Context: an optimization exercise on an open-source flow, tuned for small area, a short achievable clock period and few clock cycles. The choices shown serve that exercise and are no tape-out recipe. RTL that was checked went through simulation tests only; none was proved equivalent to the original. For runs 3 to 7, only the layout was checked, not whether the RTL still works. No activity file was given, so power comes from the tool's default toggle rates.

<file path="run.sh">
#!/bin/bash
# synth_recipe.tcl (not shown) runs the flow's synth.tcl, then flattens the netlist and writes it again
# the make line also repeats each setting of config.mk as NAME=value (left out here)
make -C /OpenROAD-flow-scripts/flow DESIGN_CONFIG=/design/flow/config.mk WORK_HOME=/design/flow/orfs CLKGATE_MAP_FILE= SYNTH_SCRIPT=/design/flow/synth_recipe.tcl finish
</file>
<file path="config.mk">
export PLATFORM = sky130hd
export DESIGN_NAME = lz77_encoder
export DESIGN_NICKNAME = lz77_encoder
export VERILOG_FILES = /design/flow/design.v
export SDC_FILE = /design/flow/constraint.sdc
export NUM_CORES = 4
export LEC_CHECK = 0
export CAP_MARGIN = 20
export CORE_MARGIN = 2
export CORE_UTILIZATION = 40
export SLEW_MARGIN = 20
</file>
<file path="constraint.sdc">
create_clock -name core_clock -period 17.0 [get_ports {clk}]
set_input_delay 3.4000 -clock core_clock [delete_from_list [all_inputs] [get_ports {clk}]]
set_output_delay 3.4000 -clock core_clock [all_outputs]
set_load 0.01 [all_outputs]
</file>
<file path="design.v">
`default_nettype none
package lz77_code_pkg;
	localparam int CHAR_W = 8;
	typedef logic [CHAR_W-1:0] char_t;
	localparam char_t END_CHAR = 8'h24;
	localparam int SEARCH_LEN = 9;
	typedef logic [3:0] offset_t;
	localparam int MAX_MATCH = 7;
	typedef logic [2:0] len_t;
	typedef struct packed {
		offset_t offset;
		len_t    match_len;
		char_t   char_nxt;
	} code_t;
endpackage
`default_nettype wire
`default_nettype none
package lz77_window_pkg;
	localparam int LOOK_LEN = 8;
	localparam int STR_LEN = 32;
	typedef logic [5:0] pos_t;
	typedef logic [9*8-1:0] hist_t;
	typedef logic [LOOK_LEN*8-1:0] look_t;
	typedef logic [3:0] avail_t;
	typedef struct packed {
		hist_t  hist;
		look_t  look;
		avail_t avail;
		avail_t remain;
	} window_t;
	typedef logic [3:0] step_t;
endpackage
`default_nettype wire
`timescale 1ns/1ns
`default_nettype none
module lz77_encoder (
	input  logic                 clk,
	input  logic                 reset,
	input  logic                 char_req,
	input  lz77_code_pkg::char_t chardata,
	output logic                 char_ack,
	output logic                 valid,
	output lz77_code_pkg::code_t code,
	output logic                 finish
);
	localparam int SL = lz77_code_pkg::SEARCH_LEN;
	localparam lz77_code_pkg::char_t END_CHAR = lz77_code_pkg::END_CHAR;
	lz77_code_pkg::char_t           cin;       
	logic                           take;      
	logic                           virt;      
	logic                           loaded;    
	logic                           fin_pend;  
	logic [SL-1:0][7:0]             hist;      
	logic [SL-1:0]                  alive;     
	lz77_code_pkg::len_t            len;       
	logic [4:0]                     cnt;       
	lz77_code_pkg::offset_t         off_q;
	lz77_code_pkg::len_t            len_q;
	logic                           proc;
	logic                           is_end;
	lz77_code_pkg::char_t           x;
	logic [SL-1:0]                  eq;
	logic [SL-1:0]                  avail;
	logic [SL-1:0]                  alive_new;
	logic                           ends;
	lz77_code_pkg::offset_t         off_d;
	always_ff @(posedge clk)
		cin <= chardata;
	always_ff @(posedge clk or posedge reset) begin
		if (reset) begin
			char_ack <= 1'b0;
			take <= 1'b0;
		end else begin
			char_ack <= char_req && (char_ack || !loaded);
			take <= char_req && !char_ack && !loaded;
		end
	end
	assign proc = take || virt;
	assign is_end = virt || (cin == END_CHAR);
	assign x = virt ? END_CHAR : cin;
	always_comb begin
		for (int j = 0; j < SL; j++) begin
			eq[j] = (cin == hist[j]);
			avail[j] = (cnt > 5'(j));
		end
		alive_new = ((len == '0) ? avail : alive) & eq;
		ends = is_end || (alive_new == '0) || (len == 3'd7);
		off_d = '0;
		if (len != '0)
			for (int j = 0; j < SL; j++)
				if (alive[j])
					off_d = lz77_code_pkg::offset_t'(j);
	end
	always_ff @(posedge clk) begin
		if (proc) begin
			hist <= {hist[SL-2:0], x};
			alive <= alive_new;
		end
		off_q <= off_d;
		len_q <= len;
	end
	always_ff @(posedge clk or posedge reset) begin
		if (reset) begin
			virt <= 1'b0;
			loaded <= 1'b0;
			fin_pend <= 1'b0;
			valid <= 1'b0;
			finish <= 1'b0;
			len <= '0;
			cnt <= '0;
		end else begin
			virt <= take && (cnt == 5'd31) && !is_end;
			valid <= proc && ends;
			fin_pend <= proc && is_end;
			finish <= finish || fin_pend;
			if (proc) begin
				if (is_end || (take && cnt == 5'd31))
					loaded <= 1'b1;
				cnt <= cnt + 1'b1;
				len <= ends ? '0 : len + 1'b1;
			end
		end
	end
	assign code = {off_q, len_q, hist[0]};
endmodule
`default_nettype wire
</file>
==> results of run 1 <==
routing by layer:
metal  up-vias  routed length, µm  global-route usage, %
li1       1206                  -                      -
met3         7                250                   2.99
met4         0                115                   4.94
met2        42               3950                   21.7
met5         -                  0                      0
met1      1209               3750                   18.6
state kept, by name (all words and copies together), names as in the netlist, 3 cells and up:
| register | count |
|---|---|
| alive | 9 |
| cin | 8 |
| cnt | 5 |
| hist | 72 |
| len | 3 |
| len_q | 3 |
| off_q | 4 |
Yosys cell counts, drive strengths merged, types with 6 or more instances:
library cell,instances
edfxtp,81
xor2,38
xnor2,37
buf,17
dfrtp,15
dfxtp,15
nor4,14
nor2,10
inv,9
ha,8
nor2b,8
nor3,7
o21ai,7
nand3,6
power breakdown:
group	internal (mW)	switching, mW
combinational	0.0389	0.0459
clock	0.119	0.0944
sequential	0.322	0.0272
total	0.480	0.168
kinds of logic (layout without fill, tap and decap cells):
group | count (synthesis) | after routing | synth area share, %
AOI/OAI and AO/OA | 29 | 29 | 4.31
xor gates and xnor gates | 75 | 75 | 14.2
adders and majority gates | 8 | 8 | 2.16
buffers and inverters | 28 | 56 | 3.29
DFF | 111 | 111 | 67.0
muxes | 1 | 1 | 0.243
and+or+nand+nor | 71 | 71 | 8.89
layout make-up:
| cell class | count | area, µm² |
|---|---|---|
| inverters | 10 | 38.8 |
| well taps | 143 | 179 |
| repair buffers | 30 | 295 |
| clock inverters | 6 | 67.6 |
| clock buffers | 10 | 239 |
| multi-input cells | 184 | 1380 |
| flip-flops and latches | 111 | 3110 |
| fillers | 1007 | 6060 |
worst paths after layout:
check / to / cells past startpoint
min in group asynchronous: finish / 2
setup reg to reg: len[1] / 9
setup / recovery: code[1] / 1
max in group asynchronous: len[2] / 2
hold / removal: len_q[1] / 0
hold reg to reg: len_q[1] / 0
through the flow:
| step | instances | util (%) | setup slack [ps] |
|---|---|---|---|
| detailed placement | 478 | 44.0 | 12670 |
| global route | 494 | 46.7 | 12240 |
| floorplan | 323 | - | 13050 |
| finish | 494 | 46.7 | 12300 |
| CTS | 494 | 46.7 | 12300 |
| global placement | 478 | 44.0 | 12690 |
==> flow_summary_export.csv, run 1 <==
group,metric,value,unit
global_routing,overflow,0,
global_routing,gr-usage-all-layers,13.6,%
pwr,power.leakage,1.88,nW
flow_run,drv_cap,0,
cells_and_area,antenna_cells,0,
pwr,fin_total_pwr,0.647,mW
critical_path,cp.arrival,1300,ps
clock_network,clk_latency,350,ps
routing,dr.pass1.iters,4,
cells_and_area,layout_common_cells,"81 x edfxtp_1, 38 x xor2_1, 37 x xnor2_1",
clock_network,cts_root_buf,"clkbuf_16",
place,place_congestion,0.767,
clock_network,post-cts-setup-buffers,0,
synthesis,yosysUniqueCellTypes,44,
cells_and_area,mostFrequentLayoutCell,"edfxtp_1",
critical_path,critPathRequiredTime,13600,ps
place,port_buffers,28,
synthesis,yosysTopAreaCell,"edfxtp_1",
global_routing,grt_start_max_net_pins,86,
global_routing,grt_pass1_vias,2480,
routing,via_count,2464,
routing,wire_per_inst,16.3,µm
floorplan,num_rows,39,
critical_path,worst-path-buf-inv,1,
critical_path,path_delay_family,"buffers and inverters",
global_routing,grt_first_pass_wirelength,12900,µm
routing,drt_iter0_markers,118,
clock_network,cts_resized,0,
floorplan,io-pin-count,29,
synthesis,synth_nets,342,
synthesis,synth_top_area_share,52.4,%
hold_path,hold_start,"len[1]",
synthesis,synth_edf_count,81,
floorplan,initial_core_util,40.8,%
routing,ant_nets,0,
critical_path,worstSetupPathType,"reg2out",
critical_path,worst-path-max-fanout,3,
global_routing,antenna_found_initial,0,
cells_and_area,syn_to_final_growth,14.4,%
sta,whs,399,ps
synthesis,async_flop_share,13.5,%
clock_network,hold_buffers,0,
synthesis,syn_area_per_cell,14.4,µm²
floorplan,die_area,0.0125,mm²
synthesis,syn-cell-area,0.00464,mm²
sta,rsz0062_at_grt,"false",
sta,setup_viol,0,
pwr,peakVddDrop,50.4,µV
hold_path,min_path_type,"reg2reg",
floorplan,die_h,112,µm
sta,fin_crit_sh,27.6,%
status,status,"complete, no violations",
critical_path,critPathLaunch,"hist[1]",
routing,wl,8070,µm
critical_path,critPathSlowestCell,"clkdlybuf4s50_1",
sta,fin_skew,8.43,ps
synthesis,ys.flop_type,"edfxtp_1",
synthesis,syn_inst,323,
pwr,p_per_area,122,mW/mm²
critical_path,endpoint_kind,"output port",
cells_and_area,fin_area,0.00531,mm²
floorplan,die-width,112,µm
critical_path,path_cells,"clkdlybuf4s50_1",
sta,drv_slew,0,
routing,drc_errors,0,
sta,max_freq,0.213,GHz
floorplan,core_region_area,0.0114,mm²
sta,slew_headroom,28.1,%
clock_network,clk_pin_slew,70,ps
critical_path,rrSetupSlack,14410,ps
clock_network,clockBufferDepth,2,
place,hpwl,5560,µm
clock_network,cts_tree,"yes",
critical_path,cpPeakStageDelay,560,ps
synthesis,seq_area_frac_synth,67.0,%
synthesis,yosysWarnings,1,
critical_path,start_kind,"register",
place,placed_area,0.00500,mm²
routing,vias_per_cell,4.99,
critical_path,r2r_start,"len[0]",
sta,setup_tns,0,ps
synthesis,synth.area.top_cells,"edfxtp_1 52%, dfrtp_1 8.1%, xor2_1 7.2%",
clock_network,cts_sinks,111,
clock_network,numCtsBuffers,9,
synthesis,synth.ff_latch_count,111,
sta,min_period,4700,ps
cells_and_area,finalNetCount,365,
sta,worst_slew_pin_slew,1080,ps
sta,finalHoldViolCount,0,
cells_and_area,drive_above_1_share,7.41,%
clock_network,htree_levels,3,
Testbench counts, summed over its fixed seeds: cycles 14,502.
==> run 2: changes to the inputs <==
==> flow/run.sh (new file) <==
#!/bin/bash
# Standard ORFS layout, with fast port buffers and timing repair aimed past the
# 17 ns clock so that the achieved period (17 ns less setup slack) is pushed down.
set -euo pipefail
export BUFFER_PORTS_ARGS="-buffer_cell sky130_fd_sc_hd__buf_4"
export SETUP_SLACK_MARGIN=13
bash standard.sh > standard_flow.log 2>&1
==> standard.sh (new file) <==
#!/bin/bash
# synth_recipe.tcl (not shown) runs the flow's synth.tcl, then flattens the netlist and writes it again
# the make line also repeats each setting of config.mk as NAME=value (left out here)
make -C /OpenROAD-flow-scripts/flow DESIGN_CONFIG=/design/flow/config.mk WORK_HOME=/design/flow/orfs CLKGATE_MAP_FILE= SYNTH_SCRIPT=/design/flow/synth_recipe.tcl "${@:-finish}"
removed: run.sh
==> run 2 against run 1 <==
Against the previous run: critical path type unchanged; still clean; critical endpoint is now code[6]; combinational power up 3.2%; synthesized area is the same; final cell count increased by 2.2%; clock skew about the same.
==> flow_summary_export.csv, run 2 <==
group,metric,value,unit
status,status,"complete, no violations",
synthesis,synth.area.top_cells,"edfxtp_1 52%, dfrtp_1 8.1%, xor2_1 7.2%",
pwr,intPower,0.466,mW
cells_and_area,fill_cells,975,
routing,ant_nets,0,
place,hpwl,5430,µm
critical_path,critPathRequiredTime,13600,ps
synthesis,synth.ff_latch_count,111,
routing,wl,8000,µm
synthesis,yosysUniqueCellTypes,44,
clock_network,clk_pin_slew,70,ps
critical_path,critPathSlowestCell,"edfxtp_1",
flow_run,drv_cap,0,
cells_and_area,top_regs,"hist x72, alive x9, cin x8",
cells_and_area,final_cells,505,
cells_and_area,mostFrequentLayoutCell,"edfxtp_1",
sta,finalHoldViolCount,0,
pwr,peakVddDrop,53.9,µV
synthesis,seq_area_frac_synth,67.0,%
pwr,clkPwrFrac,30.8,%
cells_and_area,largest-register,"hist",
cells_and_area,drive_above_1_share,19.3,%
routing,met1_length,3770,µm
floorplan,num_rows,39,
synthesis,synth_edf_count,81,
routing,highest_layer,"met4",
critical_path,cp.arrival,910,ps
routing,dr_wl_met2,3900,µm
synthesis,syn_area_per_cell,14.4,µm²
routing,drc_errors,0,
floorplan,io-pin-count,29,
critical_path,path_delay_family,"flip-flops",
routing,vias_per_cell,4.97,
sta,drv_slew,0,
clock_network,cts_root_buf,"clkbuf_16",
place,dp.cells,478,
synthesis,syn-cell-area,0.00464,mm²
global_routing,grt_pass1_vias,2554,
sta,fin_crit_sh,25.3,%
critical_path,worst-path-max-fanout,2,
routing,via_count,2510,
floorplan,die-width,112,µm
synthesis,async_flop_share,13.5,%
floorplan,initial_core_util,40.8,%
synthesis,ys.flop_type,"edfxtp_1",
sta,worst_slew_pin_slew,1090,ps
clock_network,clockBufferDepth,2,
global_routing,grt_first_pass_wirelength,12700,µm
cells_and_area,syn_to_final_growth,15.6,%
clock_network,cts_tree,"yes",
clock_network,htree_levels,3,
synthesis,syn_inst,323,
cells_and_area,largest_reg_flops,72,
cells_and_area,layout_common_cells,"81 x edfxtp_1, 38 x xor2_1, 37 x xnor2_1",
clock_network,cts_sinks,111,
pwr,sw_frac_of_total,26.1,%
hold_path,min_path_type,"reg2reg",
sta,setup_tns,0,ps
sta,max_freq,0.232,GHz
sta,fin_skew,8.75,ps
critical_path,worstSetupPathType,"reg2out",
critical_path,endpoint_kind,"output port",
sta,min_period,4310,ps
cells_and_area,finalNetCount,376,
floorplan,core_region_area,0.0114,mm²
synthesis,synth_common_cells,"81 x edfxtp_1, 38 x xor2_1, 37 x xnor2_1",
routing,drt_iter0_markers,140,
pwr,seq_power_share,55.3,%
sta,whs,402,ps
global_routing,grt_start_max_net_pins,86,
critical_path,cpPeakStageDelay,420,ps
pwr,p_switching,0.165,mW
floorplan,die_area,0.0125,mm²
synthesis,yosysTopAreaCell,"edfxtp_1",
place,port_buffers,28,
pwr,combinationalPowerShare,13.9,%
critical_path,start_kind,"register",
sta,setup_viol,0,
critical_path,path_cells,"buf_6",
synthesis,synthMostInstantiatedCell,"edfxtp_1",
global_routing,overflow,0,
global_routing,antenna_found_initial,0,
clock_network,clk_latency,340,ps
floorplan,die_h,112,µm
synthesis,synth_top_area_share,52.4,%
sta,worst_slack,12690,ps
synthesis,synth_nets,342,
routing,wire_per_inst,15.8,µm
sta,slew_headroom,27.6,%
pwr,fin_total_pwr,0.631,mW
synthesis,yosysWarnings,1,
critical_path,worst-path-buf-inv,1,
routing,wl_met3,208,µm
place,dp_worst_setup_slack,13020,ps
clock_network,numCtsBuffers,9,
place,place_congestion,0.767,
cells_and_area,antenna_cells,0,
pwr,p_per_area,118,mW/mm²
global_routing,gr-usage-all-layers,13.2,%
routing,dr.pass1.iters,4,
sta,rsz0062_at_grt,"true",
pwr,power.leakage,1.97,nW
## run 2: cell count changes in the layout (fill, tap and decap cells not counted)
cell             delta
buf_6              +17
dfxtp_2             +7
clkbuf_1            +1
bufinv_16           -1
clkinvlp_4          -1
clkdlybuf4s50_1    -28
dfxtp_1             -7
clkinv_1            +1
inv_6               -1
clkinv_4            +1
buf_4              +22
## run 2: routing by layer
layer	vias to the layer above	track usage, %
met2	38	21.1
li1	1226	-
met4	0	5.43
met1	1237	18.0
met5	-	0
met3	9	2.01
## run 2: kinds of logic (layout without fill, tap and decap cells)
kind of cell	after synthesis	in the layout	share of synthesized area [%]
muxes	1	1	0.243
AOI/OAI and AO/OA	29	29	4.31
adders and majority gates	8	8	2.16
and+or+nand+nor	71	71	8.89
xor gates and xnor gates	75	75	14.2
DFF	111	111	67.0
buffers and inverters	28	67	3.29
## run 2: final cells by class
cell class | instances | area [µm²] | share of cell area, %
Tap cell | 143 | 179 | 3.34
Clock inverter | 5 | 33.8 | 0.630
Inverter | 10 | 38.8 | 0.723
Sequential cell | 111 | 3120 | 58.1
Timing Repair Buffer | 41 | 372 | 6.93
Clock buffer | 11 | 243 | 4.53
Multi-Input combinational cell | 184 | 1380 | 25.8
## run 2: power by group through the flow
stage	Clock [mW]	Sequential (mW)	Combinational, mW
3_5_place_dp	0	0.355	0.0829
4_1_cts	0.199	0.349	0.0876
6_report	0.195	0.349	0.0875
5_1_grt	0.210	0.353	0.0971
3_3_place_gp	0	0.354	0.0821
2_1_floorplan	0	0.345	0.0686
## run 2: worst reg2reg max path, stage by stage (launching register included)
cell and delay [ps]:
dfrtp_1 400, inv_1 110, ha_1 200, nand2b_1 170, or4_4 470, o2111ai_1 210, nor4_1 100, or3_1 360
and4b_1 340, o22ai_1 110
## run 2: worst paths after layout
path | slack (ps) | start | depth (start not counted) | endpoint
hold / removal | 400 | len[1] | 0 | len_q[1]
max in group asynchronous | 13530 | reset | 2 | cnt[2]
setup reg to reg | 14400 | len[0] | 9 | len[1]
hold reg to reg | 400 | len[1] | 0 | len_q[1]
min in group asynchronous | 3110 | reset | 2 | finish
setup / recovery | 12690 | hist[6] | 1 | code[6]
## run 2: what timing repair did
| action | CTS | global route |
|---|---|---|
| pin swaps | 0 | 0 |
| resized for setup | 18 | 6 |
| setup endpoints to repair | 18 | 18 |
| hold buffers | 0 | 0 |
| buffers inserted | 8 | 3 |
## run 2: stage by stage
stage,utilization (%),instance area [µm²]
final,47.2,5360
after global routing,47.2,5360
after global placement,43.4,4930
after detailed placement,43.4,4930
after CTS,46.9,5330
after floorplan,-,4640
==> run 3: changes to the inputs <==
--- a/design.v
+++ b/design.v
@@ -66,4 +66,8 @@
 	lz77_code_pkg::offset_t         off_d;
+	logic                           fresh;     
+	logic                           end_now;   
 	always_ff @(posedge clk)
 		cin <= chardata;
+	assign fresh = char_req && !char_ack && !loaded;
+	assign end_now = fresh && (chardata == END_CHAR);
 	always_ff @(posedge clk or posedge reset) begin
@@ -74,3 +78,3 @@
 			char_ack <= char_req && (char_ack || !loaded);
-			take <= char_req && !char_ack && !loaded;
+			take <= fresh && (chardata != END_CHAR);
 		end
@@ -78,3 +82,3 @@
 	assign proc = take || virt;
-	assign is_end = virt || (cin == END_CHAR);
+	assign is_end = virt;
 	assign x = virt ? END_CHAR : cin;
@@ -94,4 +98,4 @@
 	always_ff @(posedge clk) begin
-		if (proc) begin
-			hist <= {hist[SL-2:0], x};
+		if (proc || end_now) begin
+			hist <= {hist[SL-2:0], end_now ? END_CHAR : x};
 			alive <= alive_new;
@@ -111,6 +115,8 @@
 		end else begin
-			virt <= take && (cnt == 5'd31) && !is_end;
-			valid <= proc && ends;
-			fin_pend <= proc && is_end;
+			virt <= take && (cnt == 5'd31);
+			valid <= (proc && ends) || end_now;
+			fin_pend <= (proc && is_end) || end_now;
 			finish <= finish || fin_pend;
+			if (end_now)
+				loaded <= 1'b1;
 			if (proc) begin
==> run 3 against run 2 <==
Against the previous run: still clean on timing, DRC and antenna; synthesized cell count grew 3.7%; total power grew 19%; critical path depth grew 5; worst hold slack gained 35 ps; sequential cell count is the same; wire length grew 22%; global-route usage grew 3.2 points; combinational power grew 75%; clock power grew about 10%; critical path type is now in2reg.
==> flow_summary_export.csv, run 3 <==
group,metric,value,unit
hold_path,min_to,"finish",
floorplan,initial_core_util,40.5,%
critical_path,rrSetupSlack,14320,ps
pwr,p_switching,0.221,mW
sta,fin_skew,7.81,ps
floorplan,die-width,114,µm
synthesis,synth_common_cells,"81 x edfxtp_1, 48 x xnor2_1, 27 x xor2_1",
synthesis,synth_mux_area_share,0.469,%
clock_network,cts_root_buf,"clkbuf_16",
cells_and_area,final_cells,535,
sta,drv_slew,0,
pwr,intPower,0.530,mW
clock_network,clockBufferDepth,2,
synthesis,synth_edf_count,81,
cells_and_area,largest_reg_flops,72,
cells_and_area,layout_common_cells,"81 x edfxtp_1, 48 x xnor2_1, 27 x xor2_1",
pwr,seq_power_share,51.0,%
place,placed_area,0.00511,mm²
global_routing,grt.met2_usage,26.5,%
floorplan,io-pin-count,29,
sta,setup_tns,0,ps
critical_path,worstSetupPathType,"in2reg",
global_routing,antenna_found_initial,1,
pwr,peakVddDrop,99.1,µV
pwr,combinationalPowerShare,20.4,%
synthesis,yosysTopAreaCell,"edfxtp_1",
clock_network,cts_sinks,111,
synthesis,syn_inst,335,
hold_path,hold_depth,1,
critical_path,critPathRequiredTime,17050,ps
synthesis,yosysWarnings,1,
critical_path,cp.arrival,4600,ps
critical_path,r2r_start,"len[0]",
synthesis,synth_nets,354,
clock_network,htree_levels,3,
cells_and_area,antenna_cells,0,
global_routing,grt_start_max_net_pins,21,
cells_and_area,fin_area,0.00585,mm²
sta,fin_crit_sh,26.8,%
place,hpwl,6180,µm
sta,min_period,4550,ps
routing,vias_per_cell,5.12,
synthesis,seq_area_frac_synth,64.8,%
routing,wl,9760,µm
synthesis,synth-simple-area-share,9.12,%
critical_path,cpPeakStageDelay,300,ps
cells_and_area,finalNetCount,402,
routing,ant_nets,0,
cells_and_area,top_regs,"hist x72, alive x9, cin x8",
routing,drt_iter0_markers,194,
pwr,sw_frac_of_total,29.4,%
floorplan,core_region_area,0.0119,mm²
place,dp.cells,490,
sta,slew_headroom,40.8,%
synthesis,synthXorXnorAreaFrac,13.7,%
synthesis,synth_compound_area_share,6.28,%
hold_path,hold_start,"fin_pend",
cells_and_area,post-route-util,49.3,%
synthesis,synthAdderAreaFrac,2.09,%
cells_and_area,largest-register,"hist",
critical_path,rr_worst_depth,8,
global_routing,use_met3,4.36,%
critical_path,r2r_end,"len[2]",
critical_path,path_cells,"buf_6 -> nor4b_4 -> and4b_2 -> a31oi_4 -> buf_12 -> nand2_8",
place,port_buffers,28,
sta,worst_slew_pin_slew,886,ps
synthesis,synth_top_family_by_area,"XOR/XNOR gates",
critical_path,start_kind,"input pin",
synthesis,ys.flop_type,"edfxtp_1",
global_routing,top_usage_layer,"met2",
global_routing,grt_use_met1,20.6,%
synthesis,syn-cell-area,0.00480,mm²
pwr,p_per_area,128,mW/mm²
floorplan,num_rows,40,
routing,dr.pass1.iters,4,
clock_network,clk_pin_slew,70,ps
critical_path,worst-path-max-fanout,8,
pwr,power.leakage,2.19,nW
sta,finalHoldViolCount,0,
clock_network,cts_tree,"yes",
global_routing,grt_first_pass_wirelength,15400,µm
cells_and_area,mostFrequentLayoutCell,"edfxtp_1",
global_routing,grt_pass1_vias,2875,
cells_and_area,syn_to_final_growth,21.8,%
synthesis,synth.area.top_cells,"edfxtp_1 51%, xnor2_1 8.8%, dfrtp_1 7.8%",
status,status,"complete, no violations",
synthesis,yosysUniqueCellTypes,56,
synthesis,synthMostInstantiatedCell,"edfxtp_1",
critical_path,endpoint_kind,"register",
place,place_congestion,0.779,
sta,rsz0062_at_grt,"true",
sta,max_freq,0.220,GHz
clock_network,hold_buffers,0,
critical_path,critPathSlowestCell,"and4b_2",
synthesis,syn_area_per_cell,14.3,µm²
sta,setup_viol,0,
routing,via_count,2740,
hold_path,min_path_type,"reg2reg",
synthesis,synth_top_area_share,50.7,%
pwr,clkPwrFrac,28.6,%
flow_run,drv_cap,0,
clock_network,clk_latency,350,ps
floorplan,die_h,114,µm
floorplan,die_area,0.0129,mm²
cells_and_area,drive_above_1_share,25.8,%
synthesis,synth.ff_latch_count,111,
clock_network,numCtsBuffers,9,
pwr,fin_total_pwr,0.751,mW
routing,drc_errors,0,
synthesis,async_flop_share,13.5,%
global_routing,gr-usage-all-layers,16.3,%
global_routing,overflow,0,
routing,wire_per_inst,18.2,µm
run 3: changes by cell type in the layout (fill, tap and decap cells not counted), sizes merged, moves of 3 or more:
cell	previous run	this run
nor4	14	8
inv	10	15
nand3	6	3
buf	41	47
nand2	4	15
nor2b	8	2
a22oi	0	3
and2	2	7
clkinv	4	1
xor2	38	27
xnor2	37	48
run 3: through the flow:
stage	hold slack [ps]	setup slack, ps
after global routing	461	12410
after floorplan	392	12190
after global placement	430	11770
after detailed placement	428	11730
after CTS	444	12460
final	437	12450
run 3: what timing repair did:
action                     CTS  global route
buffers inserted            13             6
pin swaps                    5             0
setup endpoints to repair  110           110
cloned                       8             2
resized for setup           33             6
run 3: worst max-delay path by stage:
stage                           start  cells after the start  endpoint
final                     chardata[6]                      6  hist[64]
after global routing      chardata[6]                      6  hist[71]
after CTS                 chardata[6]                      6  hist[68]
after detailed placement  chardata[4]                      5  hist[68]
after global placement    chardata[4]                      5  hist[68]
after floorplan           chardata[4]                      4  alive[0]
run 3: metal layers:
metal	up-vias	part of all wire [%]
met5	-	0.13
met4	2	2.6
met3	20	4.0
met2	62	48
met1	1344	45
li1	1312	-
run 3: cell type report:
cell class / instances / area, µm²
multi-input cells: 201 / 1740
inverters: 13 / 48.8
clock buffers: 11 / 275
well taps: 147 / 184
fillers: 1029 / 6020
clock inverters: 5 / 35.0
repair buffers: 47 / 452
flip-flops and latches: 111 / 3120
run 3: cells by family (layout without fill, tap and decap cells):
group	Yosys count	after routing
flip-flops	111	111
buffers and inverters	33	76
multiplexers	2	2
XOR/XNOR	75	75
AO/OA/AOI/OAI	36	36
AND/OR/NAND/NOR	70	80
adder cells (fa/ha/maj)	8	8
run 3: critical path, delay by kind of cell:
kind / cells / cell delay, ps
compound gates: 1 / 190
simple gates: 3 / 690
buf+inv: 2 / 320
run 3: power groups by stage:
stage / clock [mW] / sequential (mW) / combinational, mW
6_report: 0.215 / 0.383 / 0.153
3_5_place_dp: 0 / 0.390 / 0.129
4_1_cts: 0.220 / 0.383 / 0.152
2_1_floorplan: 0 / 0.372 / 0.106
5_1_grt: 0.230 / 0.389 / 0.168
3_3_place_gp: 0 / 0.388 / 0.126
==> run 4: changes to the inputs <==
--- a/design.v
+++ b/design.v
@@ -58,5 +58,6 @@
 	lz77_code_pkg::len_t            len_q;
-	logic                           proc;
+	lz77_code_pkg::char_t           chr_q;
+	logic                           fresh;
 	logic                           is_end;
-	lz77_code_pkg::char_t           x;
+	logic                           end_now;
 	logic [SL-1:0]                  eq;
@@ -66,8 +67,7 @@
 	lz77_code_pkg::offset_t         off_d;
-	logic                           fresh;     
-	logic                           end_now;   
+	assign fresh = char_req && !char_ack && !loaded;
+	assign is_end = (chardata == END_CHAR);
+	assign end_now = fresh && is_end;
 	always_ff @(posedge clk)
 		cin <= chardata;
-	assign fresh = char_req && !char_ack && !loaded;
-	assign end_now = fresh && (chardata == END_CHAR);
 	always_ff @(posedge clk or posedge reset) begin
@@ -78,8 +78,5 @@
 			char_ack <= char_req && (char_ack || !loaded);
-			take <= fresh && (chardata != END_CHAR);
+			take <= fresh && !is_end;
 		end
 	end
-	assign proc = take || virt;
-	assign is_end = virt;
-	assign x = virt ? END_CHAR : cin;
 	always_comb begin
@@ -90,3 +87,3 @@
 		alive_new = ((len == '0) ? avail : alive) & eq;
-		ends = is_end || (alive_new == '0) || (len == 3'd7);
+		ends = (alive_new == '0) || (len == 3'd7);
 		off_d = '0;
@@ -98,4 +95,4 @@
 	always_ff @(posedge clk) begin
-		if (proc || end_now) begin
-			hist <= {hist[SL-2:0], end_now ? END_CHAR : x};
+		if (take) begin
+			hist <= {hist[SL-2:0], cin};
 			alive <= alive_new;
@@ -104,2 +101,3 @@
 		len_q <= len;
+		chr_q <= virt ? END_CHAR : (take ? cin : chardata);
 	end
@@ -116,10 +114,8 @@
 			virt <= take && (cnt == 5'd31);
-			valid <= (proc && ends) || end_now;
-			fin_pend <= (proc && is_end) || end_now;
+			valid <= (take && ends) || virt || end_now;
+			fin_pend <= virt || end_now;
 			finish <= finish || fin_pend;
-			if (end_now)
+			if (end_now || (take && cnt == 5'd31))
 				loaded <= 1'b1;
-			if (proc) begin
-				if (is_end || (take && cnt == 5'd31))
-					loaded <= 1'b1;
+			if (take) begin
 				cnt <= cnt + 1'b1;
@@ -129,3 +125,3 @@
 	end
-	assign code = {off_q, len_q, hist[0]};
+	assign code = {off_q, len_q, chr_q};
 endmodule
==> run 4 against run 3 <==
Against the previous run: synthesized cell count fell by 0.90%; sequential share of layout area increased by 2.1 points; sequential cell count increased by 8; clock skew up 7.0 ps; die area rose by 1.5%; core utilization up 0.35 points; largest power group unchanged.
==> flow_summary_export.csv, run 4 <==
group,metric,value,unit
status,status,"complete, no violations",
clock_network,cts_root_buf,"clkbuf_16",
pwr,peakVddDrop,104,µV
pwr,p_per_area,135,mW/mm²
pwr,fin_total_pwr,0.804,mW
pwr,intPower,0.602,mW
critical_path,worst-path-buf-inv,1,
sta,max_freq,0.231,GHz
critical_path,cpPeakStageDelay,400,ps
clock_network,cts_sinks,119,
cells_and_area,layout_common_cells,"81 x edfxtp_1, 72 x xnor2_1, 21 x buf_6",
hold_path,min_path_type,"reg2reg",
sta,fin_skew,14.8,ps
clock_network,clk_pin_slew,50,ps
cells_and_area,drive_above_1_share,24.0,%
sta,drv_slew,0,
synthesis,synth_top_area_share,49.9,%
global_routing,antenna_found_initial,0,
critical_path,critPathRequiredTime,13600,ps
sta,min_period,4330,ps
synthesis,yosysUniqueCellTypes,48,
critical_path,r2r_end,"len[1]",
floorplan,core_region_area,0.0120,mm²
synthesis,synthMostInstantiatedCell,"edfxtp_1",
critical_path,worstSetupPathType,"reg2out",
floorplan,initial_core_util,40.8,%
cells_and_area,finalNetCount,389,
floorplan,num_rows,40,
synthesis,syn_area_per_cell,14.7,µm²
routing,wl,8500,µm
routing,vias_per_cell,4.98,
cells_and_area,largest-register,"hist",
hold_path,min_to,"len_q[1]",
critical_path,endpoint_kind,"output port",
sta,whs,398,ps
place,dp_worst_setup_slack,12190,ps
synthesis,syn_inst,332,
global_routing,grt_pass1_vias,2663,
synthesis,seq_area_frac_synth,67.0,%
pwr,clkPwrFrac,41.4,%
critical_path,critPathSlowestCell,"dfrtp_1",
hold_path,hold_start,"len[1]",
critical_path,rr_worst_depth,8,
routing,drt_iter0_markers,173,
place,hpwl,5830,µm
global_routing,grt_start_max_net_pins,91,
critical_path,start_kind,"register",
global_routing,gr-usage-all-layers,14.3,%
synthesis,synth_nets,351,
sta,rsz0062_at_grt,"true",
pwr,sw_frac_of_total,25.2,%
cells_and_area,mostFrequentLayoutCell,"edfxtp_1",
cells_and_area,syn_to_final_growth,21.8,%
sta,setup_tns,0,ps
sta,slew_headroom,42.3,%
synthesis,async_flop_share,12.6,%
routing,drc_errors,0,
global_routing,overflow,0,
critical_path,r2r_start,"len[0]",
floorplan,die-width,114,µm
pwr,seq_power_share,46.3,%
sta,worst_slack,12670,ps
floorplan,die_h,114,µm
clock_network,hold_buffers,0,
sta,setup_viol,0,
sta,worst_slew_pin_slew,865,ps
synthesis,syn-cell-area,0.00487,mm²
clock_network,clockBufferDepth,2,
clock_network,clk_latency,410,ps
pwr,combinationalPowerShare,12.3,%
floorplan,die_area,0.0131,mm²
synthesis,synth_edf_count,81,
routing,dr.pass1.iters,4,
synthesis,synth_common_cells,"81 x edfxtp_1, 72 x xnor2_1, 23 x dfxtp_1",
synthesis,ys.flop_type,"edfxtp_1",
clock_network,cts_tree,"yes",
flow_run,drv_cap,0,
critical_path,worst-path-max-fanout,2,
critical_path,path_delay_family,"flip-flops",
cells_and_area,largest_reg_flops,72,
routing,ant_nets,0,
critical_path,path_cells,"buf_6",
synthesis,yosysTopAreaCell,"edfxtp_1",
clock_network,numCtsBuffers,17,
clock_network,htree_levels,4,
hold_path,hold_depth,0,
place,port_buffers,28,
pwr,power.leakage,2.13,nW
routing,via_count,2641,
pwr,p_switching,0.202,mW
synthesis,synth.ff_latch_count,119,
sta,fin_crit_sh,25.5,%
place,place_congestion,0.774,
sta,finalHoldViolCount,0,
routing,wire_per_inst,16.0,µm
critical_path,cp.arrival,930,ps
synthesis,yosysWarnings,1,
synthesis,synth.area.top_cells,"edfxtp_1 50%, xnor2_1 13%, dfxtp_1 9.4%",
floorplan,io-pin-count,29,
cells_and_area,top_regs,"hist x72, alive x9",
cells_and_area,antenna_cells,0,
global_routing,grt_first_pass_wirelength,13700,µm
critical_path,rrSetupSlack,14430,ps
[run 4: metrics by stage]
stage          instances  util, %  cell area, µm²
6_report             530     49.6            5940
5_1_grt              530     49.6            5940
4_1_cts              530     49.6            5930
3_5_place_dp         494     43.8            5240
3_3_place_gp         494     43.8            5240
2_1_floorplan        332        -            4890
[run 4: cell families (layout without fill, tap and decap cells)]
family | after synthesis | in the layout | share of synthesized area [%]
flops | 119 | 119 | 67.0
xor+xnor | 75 | 75 | 13.5
simple gates | 61 | 61 | 7.70
compound gates | 34 | 34 | 5.72
buf+inv | 27 | 78 | 2.34
fa+ha+maj | 8 | 8 | 2.05
mux | 8 | 8 | 1.67
[run 4: power by group through the flow]
stage | combinational (mW) | sequential (mW) | clock (mW)
after global routing | 0.110 | 0.378 | 0.352
after floorplan | 0.0753 | 0.366 | 0
after detailed placement | 0.0964 | 0.377 | 0
after global placement | 0.0949 | 0.376 | 0
after CTS | 0.100 | 0.373 | 0.340
final | 0.0987 | 0.372 | 0.333
[run 4: timing repair]
item	4_1_cts	5_1_grt
setup buffers	4	0
pin swaps	1	1
setup endpoints to repair	22	22
gates cloned	0	0
gates resized for setup	32	3
[run 4: layer usage]
metal | share of wire (%) | wire [µm] | global-route usage [%]
met1 | 46 | 3920 | 18.1
met2 | 49 | 4130 | 22.4
met3 | 3.8 | 320 | 4.82
met4 | 1.5 | 129 | 6.02
met5 | 0 | 0 | 0
[run 4: worst max-delay path by stage]
stage / from / endpoint / cells after the start
5_1_grt: char_ack / char_ack / 1
3_3_place_gp: chardata[3] / valid / 5
3_5_place_dp: chardata[3] / valid / 5
2_1_floorplan: chardata[3] / valid / 4
4_1_cts: char_ack / char_ack / 1
6_report: char_ack / char_ack / 1
[run 4: final cells by class]
class                      count  area (µm²)
multi-input combinational    186        1520
clock buffer                  25         527
sequential                   119        3290
fill                        1023        6020
clock inverter                 7        40.0
tap                          147         184
inverter                      12        45.0
timing repair buffer          34         334
==> run 5: changes to the inputs <==
--- a/config.mk
+++ b/config.mk
@@ -9,3 +9,5 @@
 export CORE_MARGIN = 2
-export CORE_UTILIZATION = 40
+export CORE_UTILIZATION = 60
+export CTS_CLUSTER_DIAMETER = 150
+export CTS_CLUSTER_SIZE = 60
 export SLEW_MARGIN = 20
==> run 5 against run 4 <==
Against the previous run: still clean on timing, DRC and antenna; final cell count shrank 8.7%; core utilization up 26 points; synthesized cell count stayed put; setup slack got worse by 89 ps; critical path type unchanged; largest cell class unchanged; largest power group unchanged.
==> flow_summary_export.csv, run 5 <==
group,metric,value,unit
floorplan,num_rows,32,
critical_path,start_kind,"register",
sta,fin_skew,4.08,ps
critical_path,rr_worst_depth,8,
sta,worst_slew_pin_slew,1030,ps
synthesis,ys.flop_type,"edfxtp_1",
clock_network,hold_buffers,0,
synthesis,synth_top_area_share,49.9,%
pwr,intPower,0.614,mW
global_routing,grt_pass1_vias,2787,
critical_path,path_cells,"buf_6",
place,dp.cells,448,
cells_and_area,antenna_cells,0,
global_routing,grt_start_max_net_pins,87,
synthesis,syn_inst,332,
synthesis,yosysTopAreaCell,"edfxtp_1",
synthesis,synth.area.top_cells,"edfxtp_1 50%, xnor2_1 13%, dfxtp_1 9.4%",
critical_path,critPathRequiredTime,13600,ps
routing,ant_nets,0,
pwr,p_per_area,140,mW/mm²
routing,wire_per_inst,18.3,µm
synthesis,async_flop_share,12.6,%
pwr,combinationalPowerShare,12.2,%
critical_path,worst-path-max-fanout,2,
synthesis,yosysWarnings,1,
global_routing,gr-usage-all-layers,22.0,%
critical_path,worstSetupPathType,"reg2out",
synthesis,synthMostInstantiatedCell,"edfxtp_1",
routing,drc_errors,0,
hold_path,min_path_type,"reg2reg",
cells_and_area,mostFrequentLayoutCell,"edfxtp_1",
routing,via_count,2699,
synthesis,seq_area_frac_synth,67.0,%
clock_network,cts_sinks,119,
critical_path,r2r_end,"len[2]",
critical_path,endpoint_kind,"output port",
cells_and_area,finalNetCount,388,
pwr,seq_power_share,45.4,%
critical_path,path_delay_family,"flip-flops",
clock_network,numCtsBuffers,17,
critical_path,critPathSlowestCell,"dfrtp_1",
floorplan,die_h,94.1,µm
routing,drt_iter0_markers,177,
critical_path,rrSetupSlack,13970,ps
cells_and_area,fill_cells,497,
sta,setup_viol,0,
sta,setup_tns,0,ps
cells_and_area,final_cells,484,
floorplan,core_region_area,0.00781,mm²
flow_run,drv_cap,0,
pwr,p_switching,0.210,mW
sta,max_freq,0.226,GHz
floorplan,initial_core_util,62.4,%
clock_network,cts_tree,"yes",
clock_network,clk_pin_slew,60,ps
cells_and_area,top_regs,"hist x72, alive x9",
sta,rsz0062_at_grt,"true",
floorplan,die-width,94.1,µm
critical_path,cp.arrival,1020,ps
place,placed_area,0.00517,mm²
critical_path,cpPeakStageDelay,390,ps
pwr,clkPwrFrac,42.4,%
clock_network,cts_root_buf,"clkbuf_8",
global_routing,antenna_found_initial,0,
sta,min_period,4420,ps
cells_and_area,post-route-util,75.7,%
place,port_buffers,28,
clock_network,clk_latency,510,ps
global_routing,overflow,0,
pwr,sw_frac_of_total,25.5,%
synthesis,synth.ff_latch_count,119,
cells_and_area,layout_common_cells,"81 x edfxtp_1, 72 x xnor2_1, 20 x buf_6",
sta,slew_headroom,31.0,%
critical_path,worst-path-buf-inv,1,
synthesis,synth_common_cells,"81 x edfxtp_1, 72 x xnor2_1, 23 x dfxtp_1",
sta,fin_crit_sh,26.0,%
synthesis,synth_edf_count,81,
pwr,power.leakage,2.14,nW
global_routing,grt_first_pass_wirelength,13900,µm
cells_and_area,syn_to_final_growth,21.3,%
floorplan,io-pin-count,29,
floorplan,die_area,0.00886,mm²
routing,dr.pass1.iters,4,
cells_and_area,largest-register,"hist",
clock_network,htree_levels,4,
place,hpwl,5720,µm
cells_and_area,fin_area,0.00591,mm²
synthesis,synth_nets,351,
synthesis,yosysUniqueCellTypes,48,
pwr,peakVddDrop,79.5,µV
status,status,"complete, no violations",
cells_and_area,drive_above_1_share,23.6,%
synthesis,syn_area_per_cell,14.7,µm²
routing,vias_per_cell,5.58,
routing,wl,8880,µm
sta,whs,407,ps
sta,finalHoldViolCount,0,
place,place_congestion,0.787,
critical_path,endpoint,"char_ack",
cells_and_area,largest_reg_flops,72,
critical_path,cp.depth,1,
clock_network,clockBufferDepth,2,
synthesis,syn-cell-area,0.00487,mm²
critical_path,r2r_start,"len[0]",
sta,drv_slew,0,
critical_path,critPathLaunch,"char_ack",
run 5: final cells by class:
cell class / instances / area, µm² / share of cell area (%)
sequential: 119 / 3290 / 55.7
inverter: 12 / 45.0 / 0.762
clock buffer: 22 / 475 / 8.04
tap: 102 / 128 / 2.16
clock inverter: 10 / 113 / 1.91
timing repair buffer: 33 / 343 / 5.80
multi-input combinational: 186 / 1520 / 25.7
run 5: how the worst min path moves through the flow:
stage	slack, ps	startpoint	cells after the start	endpoint
global route	420	len[1]	0	len_q[1]
CTS	410	len[1]	0	len_q[1]
global placement	390	len[1]	0	len_q[1]
floorplan	370	len[1]	0	len_q[1]
finish	410	len[1]	0	len_q[1]
detailed placement	400	len[1]	0	len_q[1]
run 5: power groups by stage:
stage / Clock (mW) / Sequential [mW] / Combinational [mW]
global route: 0.366 / 0.379 / 0.110
CTS: 0.354 / 0.374 / 0.0989
detailed placement: 0 / 0.378 / 0.0951
finish: 0.350 / 0.374 / 0.101
floorplan: 0 / 0.366 / 0.0753
global placement: 0 / 0.376 / 0.0921
run 5: through the flow:
stage          power [mW]  worst slack (ps)
3_5_place_dp        0.473             12210
3_3_place_gp        0.468             12230
6_report            0.825             12580
5_1_grt             0.855             12550
2_1_floorplan       0.442             12450
4_1_cts             0.826             12560
run 5: what timing repair did:
item / CTS / global route
setup buffers: 3 / 0
resized for setup: 29 / 6
endpoints found under the hold margin: 0 / 0
endpoints found under the setup margin: 22 / 22
pin swaps: 1 / 0
run 5: layer usage:
layer,GRT usage [%],up-vias,routed length (µm)
met5,0,-,0
met4,10.1,0,207
met3,6.66,19,346
met2,35.7,62,4500
met1,27.0,1333,3820
li1,-,1285,-
run 5: cells by family (layout without fill, tap and decap cells):
kind of cell               Yosys count  in the layout  synth area share [%]
DFF                                119            119                  67.0
xor gates and xnor gates            75             75                  13.5
and+or+nand+nor                     61             61                  7.70
AOI/OAI and AO/OA                   34             34                  5.72
buffers and inverters               27             77                  2.34
adders and majority gates            8              8                  2.05
muxes                                8              8                  1.67
==> run 6: changes to the inputs <==
--- a/design.v
+++ b/design.v
@@ -51,3 +51,2 @@
 	logic                           loaded;    
-	logic                           fin_pend;  
 	logic [SL-1:0][7:0]             hist;      
@@ -58,3 +57,2 @@
 	lz77_code_pkg::len_t            len_q;
-	lz77_code_pkg::char_t           chr_q;
 	logic                           fresh;
@@ -71,3 +69,4 @@
 	always_ff @(posedge clk)
-		cin <= chardata;
+		cin <= ({8{virt}} & END_CHAR) | ({8{!virt && take}} & cin) |
+			({8{!virt && !take}} & chardata);
 	always_ff @(posedge clk or posedge reset) begin
@@ -101,3 +100,2 @@
 		len_q <= len;
-		chr_q <= virt ? END_CHAR : (take ? cin : chardata);
 	end
@@ -107,3 +105,2 @@
 			loaded <= 1'b0;
-			fin_pend <= 1'b0;
 			valid <= 1'b0;
@@ -115,4 +112,3 @@
 			valid <= (take && ends) || virt || end_now;
-			fin_pend <= virt || end_now;
-			finish <= finish || fin_pend;
+			finish <= finish || (valid && loaded && !virt);
 			if (end_now || (take && cnt == 5'd31))
@@ -125,3 +121,3 @@
 	end
-	assign code = {off_q, len_q, chr_q};
+	assign code = {off_q, len_q, cin};
 endmodule
==> flow/run.sh (replaced) <==
#!/bin/bash
# Standard ORFS layout with fast port buffers, a lean clock tree (no dummy
# loads, large sink clusters) and timing repair aimed past the 17 ns clock so
# that the achieved period (17 ns less setup slack) is pushed down.
set -euo pipefail
export BUFFER_PORTS_ARGS="-buffer_cell sky130_fd_sc_hd__buf_4"
export SETUP_SLACK_MARGIN=13
export CTS_ARGS="-sink_clustering_enable -repair_clock_nets -dont_use_dummy_load -sink_clustering_size 40 -sink_clustering_max_diameter 100"
bash standard.sh > standard_flow.log 2>&1
--- a/config.mk
+++ b/config.mk
@@ -9,5 +9,3 @@
 export CORE_MARGIN = 2
-export CORE_UTILIZATION = 60
-export CTS_CLUSTER_DIAMETER = 150
-export CTS_CLUSTER_SIZE = 60
+export CORE_UTILIZATION = 40
 export SLEW_MARGIN = 20
==> run 6 against run 5 <==
Against the previous run: core utilization shrank 28 points; maximum frequency grew 3.1%; largest cell class unchanged; critical endpoint unchanged; sequential power shrank 5.6%; final area shrank 7.4%; still clean.
==> flow_summary_export.csv, run 6 <==
group,metric,value,unit
synthesis,synth-simple-area-share,9.98,%
clock_network,clk_latency,340,ps
sta,worst_slack,12710,ps
synthesis,yosysWarnings,1,
synthesis,synthMostInstantiatedCell,"edfxtp_1",
floorplan,num_rows,39,
global_routing,grt_pass1_vias,2629,
synthesis,synth_compound_area_share,4.13,%
critical_path,cpPeakStageDelay,410,ps
critical_path,worst-path-buf-inv,1,
cells_and_area,top_regs,"hist x72, alive x9, cin x8",
critical_path,critPathRequiredTime,13600,ps
flow_run,drv_cap,0,
global_routing,grt_first_pass_wirelength,14100,µm
routing,drt_iter0_markers,138,
sta,rsz0062_at_grt,"true",
sta,finalHoldViolCount,0,
synthesis,synth_edf_count,81,
cells_and_area,final_cells,506,
cells_and_area,layout_common_cells,"81 x edfxtp_1, 60 x xnor2_1, 22 x buf_6",
place,place_congestion,0.735,
place,dp.cells,488,
sta,setup_tns,0,ps
synthesis,synth_top_area_share,51.7,%
routing,drc_errors,0,
critical_path,worstSetupPathType,"reg2out",
sta,max_freq,0.233,GHz
critical_path,critPathSlowestCell,"dfrtp_1",
cells_and_area,antenna_cells,0,
synthesis,ys.flop_type,"edfxtp_1",
pwr,power.leakage,1.93,nW
synthesis,async_flop_share,12.7,%
routing,wl,8500,µm
cells_and_area,fill_cells,1023,
clock_network,htree_levels,3,
sta,min_period,4290,ps
synthesis,syn-cell-area,0.00470,mm²
critical_path,path_delay_family,"flip-flops",
routing,met1_length,3740,µm
critical_path,endpoint_kind,"output port",
floorplan,die_area,0.0126,mm²
cells_and_area,finalNetCount,384,
cells_and_area,mostFrequentLayoutCell,"edfxtp_1",
cells_and_area,post-route-util,47.7,%
routing,vias_per_cell,5.08,
floorplan,core_region_area,0.0115,mm²
global_routing,grt_start_max_net_pins,90,
routing,highest_layer,"met4",
clock_network,cts_tree,"yes",
critical_path,start_kind,"register",
synthesis,synth.ff_latch_count,110,
routing,wl_met3,358,µm
critical_path,cp.arrival,890,ps
clock_network,cts_sinks,110,
floorplan,io-pin-count,29,
floorplan,die-width,112,µm
routing,dr_wl_met2,4330,µm
pwr,fin_total_pwr,0.674,mW
place,hpwl,6050,µm
status,status,"complete, no violations",
synthesis,synthXorXnorAreaFrac,14.0,%
synthesis,seq_area_frac_synth,65.6,%
clock_network,clk_pin_slew,70,ps
synthesis,synth_nets,348,
floorplan,die_h,112,µm
clock_network,hold_buffers,0,
synthesis,synthAdderAreaFrac,2.13,%
sta,slew_headroom,44.4,%
synthesis,synth_mux_area_share,1.94,%
floorplan,initial_core_util,41.0,%
pwr,peakVddDrop,67.3,µV
place,placed_area,0.00505,mm²
critical_path,path_cells,"buf_6",
routing,via_count,2572,
synthesis,synth_top_family_by_area,"XOR/XNOR gates",
synthesis,yosysUniqueCellTypes,45,
cells_and_area,fin_area,0.00547,mm²
clock_network,clockBufferDepth,2,
sta,worst_slew_pin_slew,834,ps
global_routing,gr-usage-all-layers,14.5,%
global_routing,antenna_found_initial,0,
sta,fin_skew,20.6,ps
place,port_buffers,28,
hold_path,min_path_type,"reg2reg",
synthesis,yosysTopAreaCell,"edfxtp_1",
sta,drv_slew,0,
sta,setup_viol,0,
routing,wire_per_inst,16.8,µm
critical_path,worst-path-max-fanout,3,
synthesis,synth_common_cells,"81 x edfxtp_1, 60 x xnor2_1, 19 x nor2_1",
routing,dr.pass1.iters,4,
cells_and_area,drive_above_1_share,22.6,%
sta,whs,441,ps
cells_and_area,syn_to_final_growth,16.4,%
synthesis,syn_inst,329,
synthesis,synth.area.top_cells,"edfxtp_1 52%, xnor2_1 11%, dfrtp_1 7.5%",
clock_network,numCtsBuffers,9,
global_routing,overflow,0,
cells_and_area,largest_reg_flops,72,
place,dp_worst_setup_slack,12530,ps
cells_and_area,largest-register,"hist",
clock_network,cts_root_buf,"clkbuf_16",
routing,ant_nets,0,
pwr,p_per_area,123,mW/mm²
synthesis,syn_area_per_cell,14.3,µm²
sta,fin_crit_sh,25.2,%
[run 6: changes by cell type in the layout (fill, tap and decap cells not counted), moves of 3 or more]
cell | before | now
xnor2_1 | 72 | 60
clkbuf_16 | 18 | 9
dfxtp_4 | 0 | 8
clkbuf_1 | 3 | 0
nand2_1 | 6 | 11
xor2_1 | 3 | 15
dfxtp_2 | 14 | 7
dfxtp_1 | 9 | 0
buf_4 | 12 | 17
nor2_1 | 12 | 19
a21oi_1 | 3 | 8
inv_4 | 3 | 0
[run 6: repair_timing]
| item | 4_1_cts | 5_1_grt |
|---|---|---|
| setup buffers | 8 | 1 |
| gates resized for setup | 42 | 4 |
| setup endpoints to repair | 20 | 20 |
| pin swaps | 3 | 2 |
[run 6: worst paths after layout]
| kind | depth (start not counted) | slack (ps) | to | from |
|---|---|---|---|---|
| max | 1 | 12710 | char_ack | char_ack |
| min | 0 | 440 | len_q[1] | len[1] |
| max reg2reg | 9 | 14330 | valid | len[0] |
| min reg2reg | 0 | 440 | len_q[1] | len[1] |
| max in group asynchronous | 2 | 13480 | take | reset |
| min in group asynchronous | 2 | 3110 | finish | reset |
[run 6: cells by family after synthesis]
family / Yosys count
simple gates: 75
flops: 110
buf+inv: 24
xor+xnor: 75
compound gates: 28
fa+ha+maj: 8
mux: 9
[run 6: layer usage]
metal  vias to the layer above  track usage [%]
li1                       1240                -
met1                      1273             19.1
met2                        52             24.0
met3                         7             4.43
met4                         0             3.17
met5                         -                0
[run 6: report_power, final]
group	total (mW)	switching, mW	internal (mW)
Clock	0.176	0.0824	0.0936
Sequential	0.353	0.0287	0.324
Combinational	0.145	0.0765	0.0685
[run 6: cell type report]
type | instances | area (µm²) | area share (%)
flip-flops and latches | 110 | 3130 | 57.1
multi-input cells | 195 | 1530 | 28.0
repair buffers | 39 | 375 | 6.86
well taps | 143 | 179 | 3.27
inverters | 10 | 37.5 | 0.686
clock buffers | 9 | 225 | 4.12
==> run 7: changes to the inputs <==
--- a/flow/run.sh
+++ b/flow/run.sh
@@ -6,4 +6,4 @@
 export BUFFER_PORTS_ARGS="-buffer_cell sky130_fd_sc_hd__buf_4"
-export SETUP_SLACK_MARGIN=13
-export CTS_ARGS="-sink_clustering_enable -repair_clock_nets -dont_use_dummy_load -sink_clustering_size 40 -sink_clustering_max_diameter 100"
+export SETUP_SLACK_MARGIN=12.5
+export CTS_ARGS="-sink_clustering_enable -repair_clock_nets -dont_use_dummy_load -sink_clustering_size 60 -sink_clustering_max_diameter 150"
 bash standard.sh > standard_flow.log 2>&1
==> run 7 against run 6 <==
Against the previous run: non-clock buffer count is 9 lower; count of clock-buffer cells in the layout stayed put; total power fell by 1.8%; register-to-register slack barely moved; synthesized area did not move; die area stayed put; highest routed layer unchanged; clock power about the same; critical path depth is the same; first-iteration DRC count decreased by 33%; still clean; via count is 2.3% lower; sequential cell count unchanged; final cell count fell by 1.8%.
==> flow_summary_export.csv, run 7 <==
group,metric,value,unit
synthesis,synth_common_cells,"81 x edfxtp_1, 60 x xnor2_1, 19 x nor2_1",
routing,via_count,2514,
cells_and_area,finalNetCount,375,
cells_and_area,top_regs,"hist x72, alive x9, cin x8",
clock_network,numCtsBuffers,9,
sta,rsz0062_at_grt,"false",
cells_and_area,syn_to_final_growth,12.6,%
critical_path,path_delay_family,"flip-flops",
clock_network,clockBufferDepth,2,
critical_path,worst-path-buf-inv,1,
synthesis,synth.ff_latch_count,110,
global_routing,grt_pass1_vias,2492,
clock_network,cts_tree,"yes",
synthesis,syn-cell-area,0.00470,mm²
place,place_congestion,0.733,
global_routing,antenna_found_initial,0,
floorplan,io-pin-count,29,
hold_path,min_path_type,"reg2reg",
sta,worst_slack,12620,ps
pwr,p_per_area,125,mW/mm²
critical_path,cp.depth,1,
cells_and_area,mostFrequentLayoutCell,"edfxtp_1",
sta,finalHoldViolCount,0,
clock_network,clk_latency,340,ps
pwr,power.leakage,1.85,nW
global_routing,overflow,0,
sta,fin_skew,6.73,ps
cells_and_area,antenna_cells,0,
clock_network,hold_buffers,0,
place,dp_worst_setup_slack,12420,ps
clock_network,cts_root_buf,"clkbuf_16",
floorplan,initial_core_util,41.0,%
critical_path,cpPeakStageDelay,470,ps
sta,worst_slew_pin_slew,999,ps
critical_path,path_cells,"buf_4",
floorplan,die_area,0.0126,mm²
synthesis,yosysWarnings,1,
routing,drt_iter0_markers,93,
synthesis,syn_inst,329,
synthesis,yosysUniqueCellTypes,45,
global_routing,gr-usage-all-layers,14.2,%
critical_path,cp.arrival,980,ps
floorplan,die-width,112,µm
sta,max_freq,0.228,GHz
routing,dr.pass1.iters,4,
clock_network,clk_pin_slew,60,ps
synthesis,synth.area.top_cells,"edfxtp_1 52%, xnor2_1 11%, dfrtp_1 7.5%",
synthesis,seq_area_frac_synth,65.6,%
sta,setup_tns,0,ps
global_routing,grt_first_pass_wirelength,13600,µm
routing,wl,8430,µm
critical_path,worst-path-max-fanout,12,
synthesis,synth_top_area_share,51.7,%
pwr,peakVddDrop,64.7,µV
synthesis,syn_area_per_cell,14.3,µm²
synthesis,async_flop_share,12.7,%
cells_and_area,layout_common_cells,"81 x edfxtp_1, 60 x xnor2_1, 30 x buf_4",
place,hpwl,5960,µm
routing,ant_nets,0,
clock_network,post-cts-setup-buffers,0,
clock_network,htree_levels,3,
flow_run,drv_cap,0,
clock_network,cts_sinks,110,
critical_path,worstSetupPathType,"reg2out",
sta,slew_headroom,33.4,%
cells_and_area,largest-register,"hist",
synthesis,synth_nets,348,
sta,whs,444,ps
critical_path,critPathRequiredTime,13600,ps
critical_path,endpoint_kind,"output port",
cells_and_area,fill_cells,1016,
routing,vias_per_cell,5.06,
critical_path,start_kind,"register",
status,status,"complete, no violations",
critical_path,rr_worst_depth,9,
routing,wire_per_inst,17.0,µm
sta,drv_slew,0,
floorplan,die_h,112,µm
critical_path,critPathSlowestCell,"dfxtp_4",
sta,fin_crit_sh,25.7,%
floorplan,core_region_area,0.0115,mm²
floorplan,num_rows,39,
synthesis,ys.flop_type,"edfxtp_1",
cells_and_area,largest_reg_flops,72,
hold_path,hold_depth,0,
place,port_buffers,28,
synthesis,synth_edf_count,81,
synthesis,yosysTopAreaCell,"edfxtp_1",
synthesis,synthMostInstantiatedCell,"edfxtp_1",
global_routing,grt_start_max_net_pins,78,
sta,min_period,4380,ps
routing,drc_errors,0,
cells_and_area,drive_above_1_share,17.8,%
sta,setup_viol,0,
==> run 7: area by class of cell <==
type	instances	area [µm²]	share of cell area (%)
flip-flops and latches	110	3120	58.9
multi-input cells	195	1510	28.5
clock buffers	9	225	4.25
repair buffers	30	225	4.25
well taps	143	179	3.38
inverters	10	37.5	0.709
==> run 7: routing by layer <==
layer	vias up	global-route usage [%]	routed length (µm)
li1	1222	-	-
met1	1245	19.2	3860
met2	40	22.6	4200
met3	7	3.62	266
met4	0	4.47	107
met5	-	0	0
==> run 7: final timing paths <==
path                       endpoint  slack [ps]    from
min in group asynchronous    len[0]        3120   reset
max in group asynchronous      take       13450   reset
min reg2reg                len_q[1]         440  len[1]
max reg2reg                   valid       14320  len[0]
min                        len_q[1]         440  len[1]
max                         code[7]       12620  cin[7]
==> run 7: what timing repair did <==
item                                    CTS  global route
hold endpoints to repair                  0             0
pin swaps                                 0             0
endpoints found under the setup margin    8             5
gates resized for setup                  11             5
==> run 7: power breakdown <==
part	internal (mW)	total (mW)	switching, mW
sequential	0.323	0.363	0.0399
clock	0.0936	0.176	0.0829
combinational	0.0592	0.122	0.0624
total	0.476	0.661	0.185
==> run 7: logic make-up after synthesis <==
logic type | Yosys count | share of synthesized area, %
flip-flops | 110 | 65.6
AND/OR/NAND/NOR | 75 | 9.98
AO/OA/AOI/OAI | 28 | 4.13
multiplexers | 9 | 1.94
XOR/XNOR | 75 | 14.0
adder cells (fa/ha/maj) | 8 | 2.13
buffers and inverters | 24 | 2.26
==> run 7: per-stage QoR <==
stage | total power, mW | instance area (µm²) | utilization (%) | instances
after detailed placement | 0.492 | 5040 | 43.9 | 488
after floorplan | 0.450 | 4700 | - | 329
after CTS | 0.671 | 5280 | 46.1 | 497
after global routing | 0.695 | 5300 | 46.2 | 497
final | 0.661 | 5300 | 46.2 | 497
after global placement | 0.490 | 5040 | 43.9 | 488

-- what the ideal ports hide --
Ports are ideal in the flow. The routed layouts listed here were re-timed in OpenROAD.
Step 1 assumes that a clkbuf_16 drives the clock port and a buf_2 every other input.
Step 2 adds t to the input delays and takes it off the output delays; t is the mean of the earliest and latest rising clock arrival at the registers after step 1. Input paths then give back, and output paths get back, about the clock's delay inside the block.
a / b / c = ideal / step 1 / step 2; a / b = the first two.
run | t (ns) | setup WS [ns] | hold slack, ns | worst setup path after step 2 | slew at the worst register clock pin (ns)
run 1 | 0.380 | 12.304 / 12.266 / 12.645 | 0.399 / 0.399 / 0.399 | register to output | 0.07 / 0.07
run 2 | 0.374 | 12.693 / 12.655 / 13.030 | 0.402 / 0.402 / 0.402 | register to output | 0.07 / 0.07
run 3 | 0.383 | 12.445 / 12.450 / 12.067 | 0.437 / 0.437 / 0.437 | input to register | 0.07 / 0.07
run 4 | 0.441 | 12.667 / 12.629 / 12.235 | 0.398 / 0.398 / 0.398 | input to register | 0.05 / 0.05
run 5 | 0.540 | 12.578 / 12.544 / 12.257 | 0.407 / 0.407 / 0.407 | input to register | 0.06 / 0.06
run 6 | 0.368 | 12.710 / 12.674 / 12.579 | 0.441 / 0.441 / 0.441 | input to register | 0.08 / 0.08
run 7 | 0.371 | 12.624 / 12.587 / 12.396 | 0.444 / 0.444 / 0.444 | input to register | 0.07 / 0.07
After both steps every run listed still meets setup and hold. For run 4, which loses most, drivers alone change the setup slack by -0.038 ns; drivers and shift together by -0.432 ns.
